This is an optimization exercise on Yosys and OpenROAD, whose aim is small area and a short achievable clock period, not a production implementation. At most, simulation tests tie the RTL to the original design; equivalence was not proved. The clock port is modelled as an ideal driver; clocking choices that lean on that would not hold on a real chip. Power and IR drop assume default switching activity.

## lane 3
## or_tree
module or_tree (
    input  logic                    clk,
    input  logic                    rst_n,
    input  logic                    alloc_valid,
    input  or_tree_pkg::alloc_req_t alloc_req,
    input  logic                    free_valid,
    input  or_tree_pkg::free_req_t  free_req,
    output logic                    alloc_rsp_valid,
    output or_tree_pkg::alloc_rsp_t alloc_rsp,
    output logic                    free_rsp_valid,
    output or_tree_pkg::free_rsp_t  free_rsp,
    output logic                    at_update_valid,
    output or_tree_pkg::at_update_t at_update
);
Size: about 640 flip-flops, about 0.023 mm2 of cells after synthesis.
clock: 5.0 ns
lec_check: 0
cap_margin: 20
core_margin: 2
core_utilization: 60
setup_slack_margin: 3.15
slew_margin: 20
standard.sh (not shown) runs the stock make flow with config.mk's settings and CLKGATE_MAP_FILE= SYNTH_SCRIPT=/design/flow/synth_recipe.tcl, a recipe that flattens the netlist after the stock synthesis.
==> flow/flow/run.sh <==
#!/bin/bash
# Layout flow: the standard layout (standard.sh), with these changes.
# 0. The port buffers that global placement inserts are buf_2 cells.
# 1. TritonCTS clusters up to 25 sinks per leaf buffer (clkbuf_16 only), so the tree has
#    fewer, fuller leaf buffers.
# 3. Timing repair may resize a cell to one of another footprint (MATCH_CELL_FOOTPRINT=0).
# Each tool's full output goes to a log file in this folder (ORFS's own logs are under orfs/logs).
set -euo pipefail
export BUFFER_PORTS_ARGS="-buffer_cell sky130_fd_sc_hd__buf_2"
export CTS_ARGS="-sink_clustering_enable -repair_clock_nets -sink_clustering_size 25 -sink_clustering_max_diameter 100 -buf_list sky130_fd_sc_hd__clkbuf_16"
export POST_CTS_TCL="$PWD/flow/post_cts.tcl"
bash standard.sh MATCH_CELL_FOOTPRINT=0 SKIP_CTS_REPAIR_TIMING=1 finish > log_standard.txt 2>&1
==> flow/flow/post_cts.tcl <==
# Sourced by ORFS's cts.tcl (POST_CTS_TCL) after clock tree synthesis, with the CTS-stage timing
# repair skipped there so that it runs here on the final clock tree.
# 2. Repair setup timing and legalise, as cts.tcl does.
set block [ord::get_db_block]
set port_net [[$block findBTerm clk] getNet]
set root ""
foreach it [$port_net getITerms] { set root [$it getInst] }
set rname [$root getName]
set out_net ""
foreach it [$root getITerms] { if {[$it isOutputSignal]} { set out_net [$it getNet] } }
set loads {}
foreach it [$out_net getITerms] { if {[$it getInst] != $root} { lappend loads $it } }
puts "post_cts: root $rname ([[$root getMaster] getName]) drives [llength $loads] pins"
if {[llength $loads] > 4} { error "root drives too many pins" }
foreach it $loads { $it disconnect; $it connect $port_net }
odb::dbInst_destroy $root
odb::dbNet_destroy $out_net

estimate_parasitics -placement
repair_timing_helper
set result [catch { detailed_placement } msg]
if { $result != 0 } { error "Detailed placement failed after CTS repair: $msg" }
check_placement -verbose
Setup changes, lane 3 to lane 4
--- a/flow/design.v
+++ b/flow/design.v
@@ -64,34 +64,31 @@
     endfunction
 endpackage
 `default_nettype wire
 `timescale 1ns/1ns
 `default_nettype none
 module tree_ram (
     input  logic                   clk,
     input  logic [1:0]             rd_hi,
     input  logic [31:0]            rd_lo,
     output logic [7:0]             rd_data,
-    input  logic                   clr,       
-    input  logic [7:0]             wr_hi_n,   
-    input  logic [7:0]             wr_lo_n,   
+    input  logic [7:0]             wr_hi,     
+    input  logic [7:0]             wr_lo,     
     input  logic [7:0]             wr_data
 );
     localparam int depth = 1 << 6;
     logic [7:0] mem [depth];
     logic [7:0] grp [8];
-    logic [7:0] wd;
-    assign wd = clr ? 8'h00 : wr_data;
     always_ff @(posedge clk) begin
         for (int b = 0; b < depth; b++) begin
-            if (!(wr_hi_n[b / 8] || wr_lo_n[b % 8])) begin
-                mem[b] <= wd;
+            if (wr_hi[b / 8] && wr_lo[b % 8]) begin
+                mem[b] <= wr_data;
             end
         end
     end
     always_comb begin
         for (int i = 0; i < 8; i++) begin
             grp[i] = '0;
             for (int j = 0; j < 8; j++) begin
                 grp[i] = grp[i] | (mem[8*i+j] & {8{rd_lo[8*(i/2)+j]}});
             end
         end
@@ -213,23 +210,22 @@
     logic [7:0]              pick_take;
     logic [3:0]              s2_size_oh;
     or_tree_pkg::level_bits_t alloc_levels;
     or_tree_pkg::level_bits_t free_levels;
     logic                    chk_fail;
     logic [7:0]              chk_kept;
     logic [7:0]              new_leaves;
     or_tree_pkg::tree_idx_t  in_block;
     or_tree_pkg::tree_idx_t  s1_block;
     logic                    upd_ok;
-    logic                    clr;
-    logic [7:0]              wr_hi_n;
-    logic [7:0]              wr_lo_n;
+    logic [7:0]              wr_hi;
+    logic [7:0]              wr_lo;
     logic [7:0]              wr_data;
     always_ff @(posedge clk) begin
         s1_alloc_valid <= rst_n && alloc_valid;
         s1_free_valid  <= rst_n && free_valid;
         s2_alloc_valid <= rst_n && s1_alloc_valid;
         s2_free_valid  <= rst_n && s1_free_valid;
     end
     assign in_block = free_valid ? free_req.page[6+2:3] : alloc_req.block;
     always_comb begin
         s1_block = '0;
@@ -256,23 +252,22 @@
         s2_block  <= s1_block;
         for (int k = 0; k < 4; k++) s2_size_oh[k] <= s1_size == 2'(k);
         s2_ofs    <= s1_ofs;
         s2_leaves <= rd_data;
     end
     tree_ram u_ram (
         .clk      (clk),
         .rd_hi    (s1_hi),
         .rd_lo    (s1_lo),
         .rd_data  (rd_data),
-        .clr      (clr),
-        .wr_hi_n  (wr_hi_n),
-        .wr_lo_n  (wr_lo_n),
+        .wr_hi    (wr_hi),
+        .wr_lo    (wr_lo),
         .wr_data  (wr_data)
     );
     alloc_pick u_pick (
         .size_oh    (s2_size_oh),
         .leaves     (s2_leaves),
         .offset     (pick_ofs),
         .fail       (pick_fail),
         .take       (pick_take)
     );
     free_check u_check (
@@ -326,31 +321,30 @@
     endfunction
     always_comb begin
         alloc_levels    = alloc_level_full(s2_size_oh, s2_leaves);
         free_levels     = level_full(chk_kept);
         free_levels[0]  = 1'b0;
     end
     always_ff @(posedge clk) begin
         alloc_rsp_valid <= rst_n && s2_alloc_valid;
         free_rsp_valid  <= rst_n && s2_free_valid;
         at_update_valid <= rst_n && upd_ok;
-        clr             <= !rst_n;
         for (int i = 0; i < 8; i++) begin
-            wr_hi_n[i] <= rst_n && !(upd_ok && s2_block[5:3] == 3'(i));
-            wr_lo_n[i] <= rst_n && s2_block[2:0] != 3'(i);
+            wr_hi[i] <= !rst_n || (upd_ok && s2_block[5:3] == 3'(i));
+            wr_lo[i] <= !rst_n || s2_block[2:0] == 3'(i);
         end
     end
     always_ff @(posedge clk) begin
         alloc_rsp.id     <= s2_id;
         alloc_rsp.page   <= pick_fail ? '0 : {s2_block, pick_ofs};
         alloc_rsp.fail   <= pick_fail;
         alloc_rsp.reason <= pick_fail ? or_tree_pkg::reason_no_space : or_tree_pkg::reason_none;
         free_rsp.id      <= s2_id;
         free_rsp.fail    <= chk_fail;
         free_rsp.reason  <= chk_fail ? or_tree_pkg::reason_not_allocated : or_tree_pkg::reason_none;
         at_update.row    <= s2_block[6-1 -: 3];
         at_update.col    <= s2_block[3-1:0];
         at_update.levels <= s2_free_valid ? free_levels : alloc_levels;
-        wr_data          <= new_leaves;
+        wr_data          <= rst_n ? new_leaves : 8'h00;
     end
 endmodule
 `default_nettype wire
==> notes.md <==
- Diff lane 3 -> lane 4 | synthesized cell count | down slightly
- Wire length on met2: lane 3 and lane 4 compared, higher one is lane 4
- On wire length, lane 3 and lane 4 are basically level.
- Side by side, sequential share of layout area turned out lower in lane 4 than in lane 3.
- Compared with lane 3, lane 4 is the less power-hungry design.
- Taking lane 3 as the reference, in lane 4 upper clock frequency limit held steady; via count now smaller.
- Summary — number of distinct library cells after synthesis, lane 4 relative to lane 3: higher, by 3.

---

Starting RTL as in the previous note.
export LEC_CHECK = 0
export CAP_MARGIN = 20
export CORE_MARGIN = 2
export CORE_UTILIZATION = 60
export SETUP_SLACK_MARGIN = 3.15
export SLEW_MARGIN = 20
create_clock -name core_clock -period 5.0 [get_ports {clk}]
Scripts as last shown in full above: flow/flow/run.sh
Other scripts of this flow, unchanged in this note and not shown: flow/flow/post_cts.tcl
==> next run, changes <==
--- a/flow/design.v
+++ b/flow/design.v
@@ -62,20 +62,20 @@
             default: is_aligned = 1'b1;
         endcase
     endfunction
 endpackage
 `default_nettype wire
 `timescale 1ns/1ns
 `default_nettype none
 module tree_ram (
     input  logic                   clk,
-    input  logic [1:0]             rd_hi,
-    input  logic [31:0]            rd_lo,
+    input  logic [3:0]             rd_hi,
+    input  logic [15:0]            rd_lo,
     output logic [7:0]             rd_data,
     input  logic                   clr,       
     input  logic [7:0]             wr_hi_n,   
     input  logic [7:0]             wr_lo_n,   
     input  logic [7:0]             wr_data
 );
     localparam int depth = 1 << 6;
     logic [7:0] mem [depth];
     logic [7:0] grp [8];
@@ -86,24 +86,24 @@
             if (!(wr_hi_n[b / 8] || wr_lo_n[b % 8])) begin
                 mem[b] <= wd;
             end
         end
     end
     always_comb begin
         for (int i = 0; i < 8; i++) begin
             grp[i] = '0;
             for (int j = 0; j < 8; j++) begin
-                grp[i] = grp[i] | (mem[8*i+j] & {8{rd_lo[8*(i/2)+j]}});
+                grp[i] = grp[i] | (mem[8*i+j] & {8{rd_lo[8*(i/4)+j]}});
             end
         end
         rd_data = '0;
         for (int i = 0; i < 8; i++) begin
-            rd_data = rd_data | (grp[i] & {8{rd_hi[i%2]}});
+            rd_data = rd_data | (grp[i] & {8{rd_hi[i%4]}});
         end
     end
 endmodule
 `default_nettype wire
 `timescale 1ns/1ns
 `default_nettype none
 module alloc_pick (
     input  logic [3:0]             size_oh,    
     input  logic [7:0]             leaves,
@@ -191,20 +191,20 @@
     function automatic or_tree_pkg::level_bits_t level_full(logic [7:0] l);
         level_full = {|l,
                       (|l[3:0]) & (|l[7:4]),
                       (|l[1:0]) & (|l[3:2]) & (|l[5:4]) & (|l[7:6]),
                       &l};
     endfunction
     logic                    s1_alloc_valid;
     logic                    s1_free_valid;
     or_tree_pkg::req_id_t    s1_id;
-    logic [1:0]              s1_hi;
-    logic [31:0]             s1_lo;
+    logic [3:0]              s1_hi;
+    logic [15:0]             s1_lo;
     or_tree_pkg::req_size_e  s1_size;
     or_tree_pkg::page_ofs_t  s1_ofs;
     logic                    s2_alloc_valid;
     logic                    s2_free_valid;
     or_tree_pkg::req_id_t    s2_id;
     or_tree_pkg::tree_idx_t  s2_block;
     or_tree_pkg::page_ofs_t  s2_ofs;
     logic [7:0]              s2_leaves;
     logic [7:0]              rd_data;
@@ -227,35 +227,38 @@
     always_ff @(posedge clk) begin
         s1_alloc_valid <= rst_n && alloc_valid;
         s1_free_valid  <= rst_n && free_valid;
         s2_alloc_valid <= rst_n && s1_alloc_valid;
         s2_free_valid  <= rst_n && s1_free_valid;
     end
     assign in_block = free_valid ? free_req.page[6+2:3] : alloc_req.block;
     always_comb begin
         s1_block = '0;
-        s1_block[3] = s1_hi[1];
-        for (int i = 0; i < 32; i++) begin
-            if (s1_lo[i]) s1_block = s1_block | {2'(i / 8), 1'b0, 3'(i)};
+        for (int i = 0; i < 4; i++) begin
+            if (s1_hi[i]) s1_block[4:3] = s1_block[4:3] | 2'(i);
+        end
+        for (int i = 0; i < 16; i++) begin
+            if (s1_lo[i]) s1_block = s1_block | {1'(i / 8), 2'b00, 3'(i)};
         end
     end
     always_ff @(posedge clk) begin
         if (free_valid) begin
             s1_id    <= free_req.id;
             s1_size  <= free_req.size;
         end else begin
             s1_id    <= alloc_req.id;
             s1_size  <= alloc_req.size;
         end
-        s1_hi[0] <= !in_block[3];
-        s1_hi[1] <= in_block[3];
-        for (int i = 0; i < 32; i++) begin
-            s1_lo[i] <= {in_block[5:4], in_block[2:0]} == 5'(i);
+        for (int i = 0; i < 4; i++) begin
+            s1_hi[i] <= in_block[4:3] == 2'(i);
+        end
+        for (int i = 0; i < 16; i++) begin
+            s1_lo[i] <= {in_block[5], in_block[2:0]} == 4'(i);
         end
         s1_ofs    <= free_req.page[2:0];
         s2_id     <= s1_id;
         s2_block  <= s1_block;
         for (int k = 0; k < 4; k++) s2_size_oh[k] <= s1_size == 2'(k);
         s2_ofs    <= s1_ofs;
         s2_leaves <= rd_data;
     end
     tree_ram u_ram (
Via count falls by about 6%.
Setup slack got worse by 0.050 ns.
Utilization went down by 0.15 points.
Wire length drops by 11%.
Global-route usage went down by 4.0 points.
Cell area came out lower by about 0.9%.
Sequential share of layout area shrinks by 0.41 points.
First-iteration DRC count fell by about 20%.
Sequential power came out lower by about 4%.
Fmax is lower by 2.5%.
For the second run of this note, only the layout was checked, not whether the RTL still works.

---

## v6
or_tree, a different RTL version from the one above (not shown whole).
Size: roughly 1,500 cells after synthesis, about 0.024 mm^2 of cells after synthesis.
Settings: LEC_CHECK=0, CAP_MARGIN=20, CORE_MARGIN=2, CORE_UTILIZATION=60, SETUP_SLACK_MARGIN=3, SLEW_MARGIN=20; clock period 5.0 ns.
==> flow/flow/run.sh <==
#!/bin/bash
# Layout flow: the standard layout (standard.sh), with these changes.
# 0. The port buffers that global placement inserts are buf_2 cells.
# 1. TritonCTS clusters up to 25 sinks per leaf buffer (clkbuf_16 only), so the tree has
#    fewer, fuller leaf buffers.
set -euo pipefail
R=orfs/results/${FLOW_PLATFORM}/or_tree/base
export BUFFER_PORTS_ARGS="-buffer_cell sky130_fd_sc_hd__buf_2"
export CTS_ARGS="-sink_clustering_enable -repair_clock_nets -sink_clustering_size 25 -sink_clustering_max_diameter 100 -buf_list sky130_fd_sc_hd__clkbuf_16"
bash standard.sh cts > log_standard_to_cts.txt 2>&1
IN_ODB=$R/4_cts.odb OUT_ODB=$R/4_cts.odb openroad -no_init -exit flow/fixclk.tcl > log_fixclk.txt 2>&1
bash standard.sh finish > log_standard_finish.txt 2>&1
==> flow/flow/fixclk.tcl <==
read_db $::env(IN_ODB)
set block [ord::get_db_block]
set port_net [[$block findBTerm clk] getNet]
set root ""
foreach it [$port_net getITerms] { set root [$it getInst] }
set rname [$root getName]
set out_net ""
foreach it [$root getITerms] { if {[$it isOutputSignal]} { set out_net [$it getNet] } }
set loads {}
foreach it [$out_net getITerms] { if {[$it getInst] != $root} { lappend loads $it } }
puts "root $rname ([[$root getMaster] getName]) drives [llength $loads] pins"
if {[llength $loads] > 4} { error "root drives too many pins" }
foreach it $loads { $it disconnect; $it connect $port_net }
odb::dbInst_destroy $root
odb::dbNet_destroy $out_net
write_db $::env(OUT_ODB)
Here is what was changed in the inputs of v7 compared with v6.
-- flow/design.v --
<<< v6, line 69
module tree_ram (
    input  logic                   clk,
    input  logic [63:0]            rd_sel,
    output logic [7:0]             rd_data,
    input  logic                   clr,       
>>> v7, line 69
module tree_ram (
    input  logic                   clk,
    input  logic [1:0]             rd_hi,
    input  logic [31:0]            rd_lo,
    output logic [7:0]             rd_data,
    input  logic                   clr,       
<<< v6, line 78
    localparam int depth = 1 << 6;
    logic [7:0] mem [depth];
    logic [7:0] wd;
    assign wd = clr ? 8'h00 : wr_data;
>>> v7, line 79
    localparam int depth = 1 << 6;
    logic [7:0] mem [depth];
    logic [7:0] grp [8];
    logic [7:0] wd;
    assign wd = clr ? 8'h00 : wr_data;
<<< v6, line 88
    end
    always_comb begin
        rd_data = '0;
        for (int b = 0; b < depth; b++) begin
            rd_data = rd_data | (mem[b] & {8{rd_sel[b]}});
        end
    end
>>> v7, line 90
    end
    always_comb begin
        for (int i = 0; i < 8; i++) begin
            grp[i] = '0;
            for (int j = 0; j < 8; j++) begin
                grp[i] = grp[i] | (mem[8*i+j] & {8{rd_lo[8*(i/2)+j]}});
            end
        end
        rd_data = '0;
        for (int i = 0; i < 8; i++) begin
            rd_data = rd_data | (grp[i] & {8{rd_hi[i%2]}});
        end
    end
<<< v6, line 190
    logic                    s1_free_valid;
    or_tree_pkg::req_id_t    s1_id;
    logic [63:0]             s1_sel;
    or_tree_pkg::req_size_e  s1_size;
    or_tree_pkg::page_ofs_t  s1_ofs;
>>> v7, line 198
    logic                    s1_free_valid;
    or_tree_pkg::req_id_t    s1_id;
    logic [1:0]              s1_hi;
    logic [31:0]             s1_lo;
    or_tree_pkg::req_size_e  s1_size;
    or_tree_pkg::page_ofs_t  s1_ofs;
<<< v6, line 223
    end
    assign in_block = free_valid ? free_req.page[6+2:3] : alloc_req.block;
    always_ff @(posedge clk) begin
        if (free_valid) begin
>>> v7, line 232
    end
    assign in_block = free_valid ? free_req.page[6+2:3] : alloc_req.block;
    always_comb begin
        s1_block = '0;
        s1_block[3] = s1_hi[1];
        for (int i = 0; i < 32; i++) begin
            if (s1_lo[i]) s1_block = s1_block | {2'(i / 8), 1'b0, 3'(i)};
        end
    end
    always_ff @(posedge clk) begin
        if (free_valid) begin
<<< v6, line 231
            s1_size  <= alloc_req.size;
        end
        s1_block <= in_block;
        for (int b = 0; b < 64; b++) begin
            s1_sel[b] <= in_block == 6'(b);
        end
        s1_ofs    <= free_req.page[2:0];
>>> v7, line 247
            s1_size  <= alloc_req.size;
        end
        s1_hi[0] <= !in_block[3];
        s1_hi[1] <= in_block[3];
        for (int i = 0; i < 32; i++) begin
            s1_lo[i] <= {in_block[5:4], in_block[2:0]} == 5'(i);
        end
        s1_ofs    <= free_req.page[2:0];
<<< v6, line 244
    tree_ram u_ram (
        .clk      (clk),
        .rd_sel   (s1_sel),
        .rd_data  (rd_data),
        .clr      (clr),
>>> v7, line 261
    tree_ram u_ram (
        .clk      (clk),
        .rd_hi    (s1_hi),
        .rd_lo    (s1_lo),
        .rd_data  (rd_data),
        .clr      (clr),
Results
Fmax deteriorates in v7 relative to v6.
Cmp v7 and v6 / layout cell share with drive strength beyond 1 / lower: v7
Delta (v7 minus v6): global placement routability congestion now smaller, via count went down 145.
From v6 to v7 the numbers moved as follows: share of final layout cell area taken by clock buffers and inverters shows no meaningful change, core utilization fell 0.82 points, number of buffers inserted to repair setup after CTS shrank by 1.
Total wirelength of the detailed-routed design ended up 9.2% lower on v7 than on v6.
[v7] sequential share of layout area fell 0.17 points relative to v6
In the flow results for v7 and v6, the area of all placed cells without fillers is larger on v6.
In v7 relative to v6, total power density per cell area had gone up by a few percent.
Function not checked in v6: the RTL went through the layout flow alone.

-- port drivers added, routing unchanged --
The flow's constraints put no driver on any port. The routed layouts listed below were extracted and timed again, unchanged, in two steps. Step 1: set_driving_cell puts a clkbuf_16 on clk and a buf_2 on each other input, an assumption about the parent block. Step 2 moves the port delays by t, midway between the first and last clock arrival at a register: inputs arrive t later, outputs are due t later. That takes back most of the time a late clock gives input paths. a / b / c = no drivers / after step 1 / after step 2; a / b = the first two.
run	t, ns	setup WS [ns]	hold slack, ns	slew at the worst register clock pin (ns)
lane 3	0.535	3.065 / 2.988 / 2.795	0.332 / 0.332 / 0.332	0.11 / 0.11
lane 4	0.542	3.066 / 2.985 / 2.741	0.324 / 0.324 / 0.324	0.11 / 0.11
the first run of note 2	0.480	3.089 / 3.048 / 2.816	0.331 / 0.331 / 0.331	0.10 / 0.10
the second run of note 2	0.487	3.039 / 3.039 / 2.900	0.330 / 0.330 / 0.330	0.10 / 0.10
v6	0.552	2.913 / 2.913 / 2.538	0.325 / 0.325 / 0.325	0.10 / 0.10
v7	0.552	2.854 / 2.854 / 2.677	0.333 / 0.333 / 0.333	0.11 / 0.11
After both steps every run listed still meets setup and hold. For v6, which loses most, drivers alone change the setup slack by 0.000 ns; drivers and shift together by -0.375 ns.
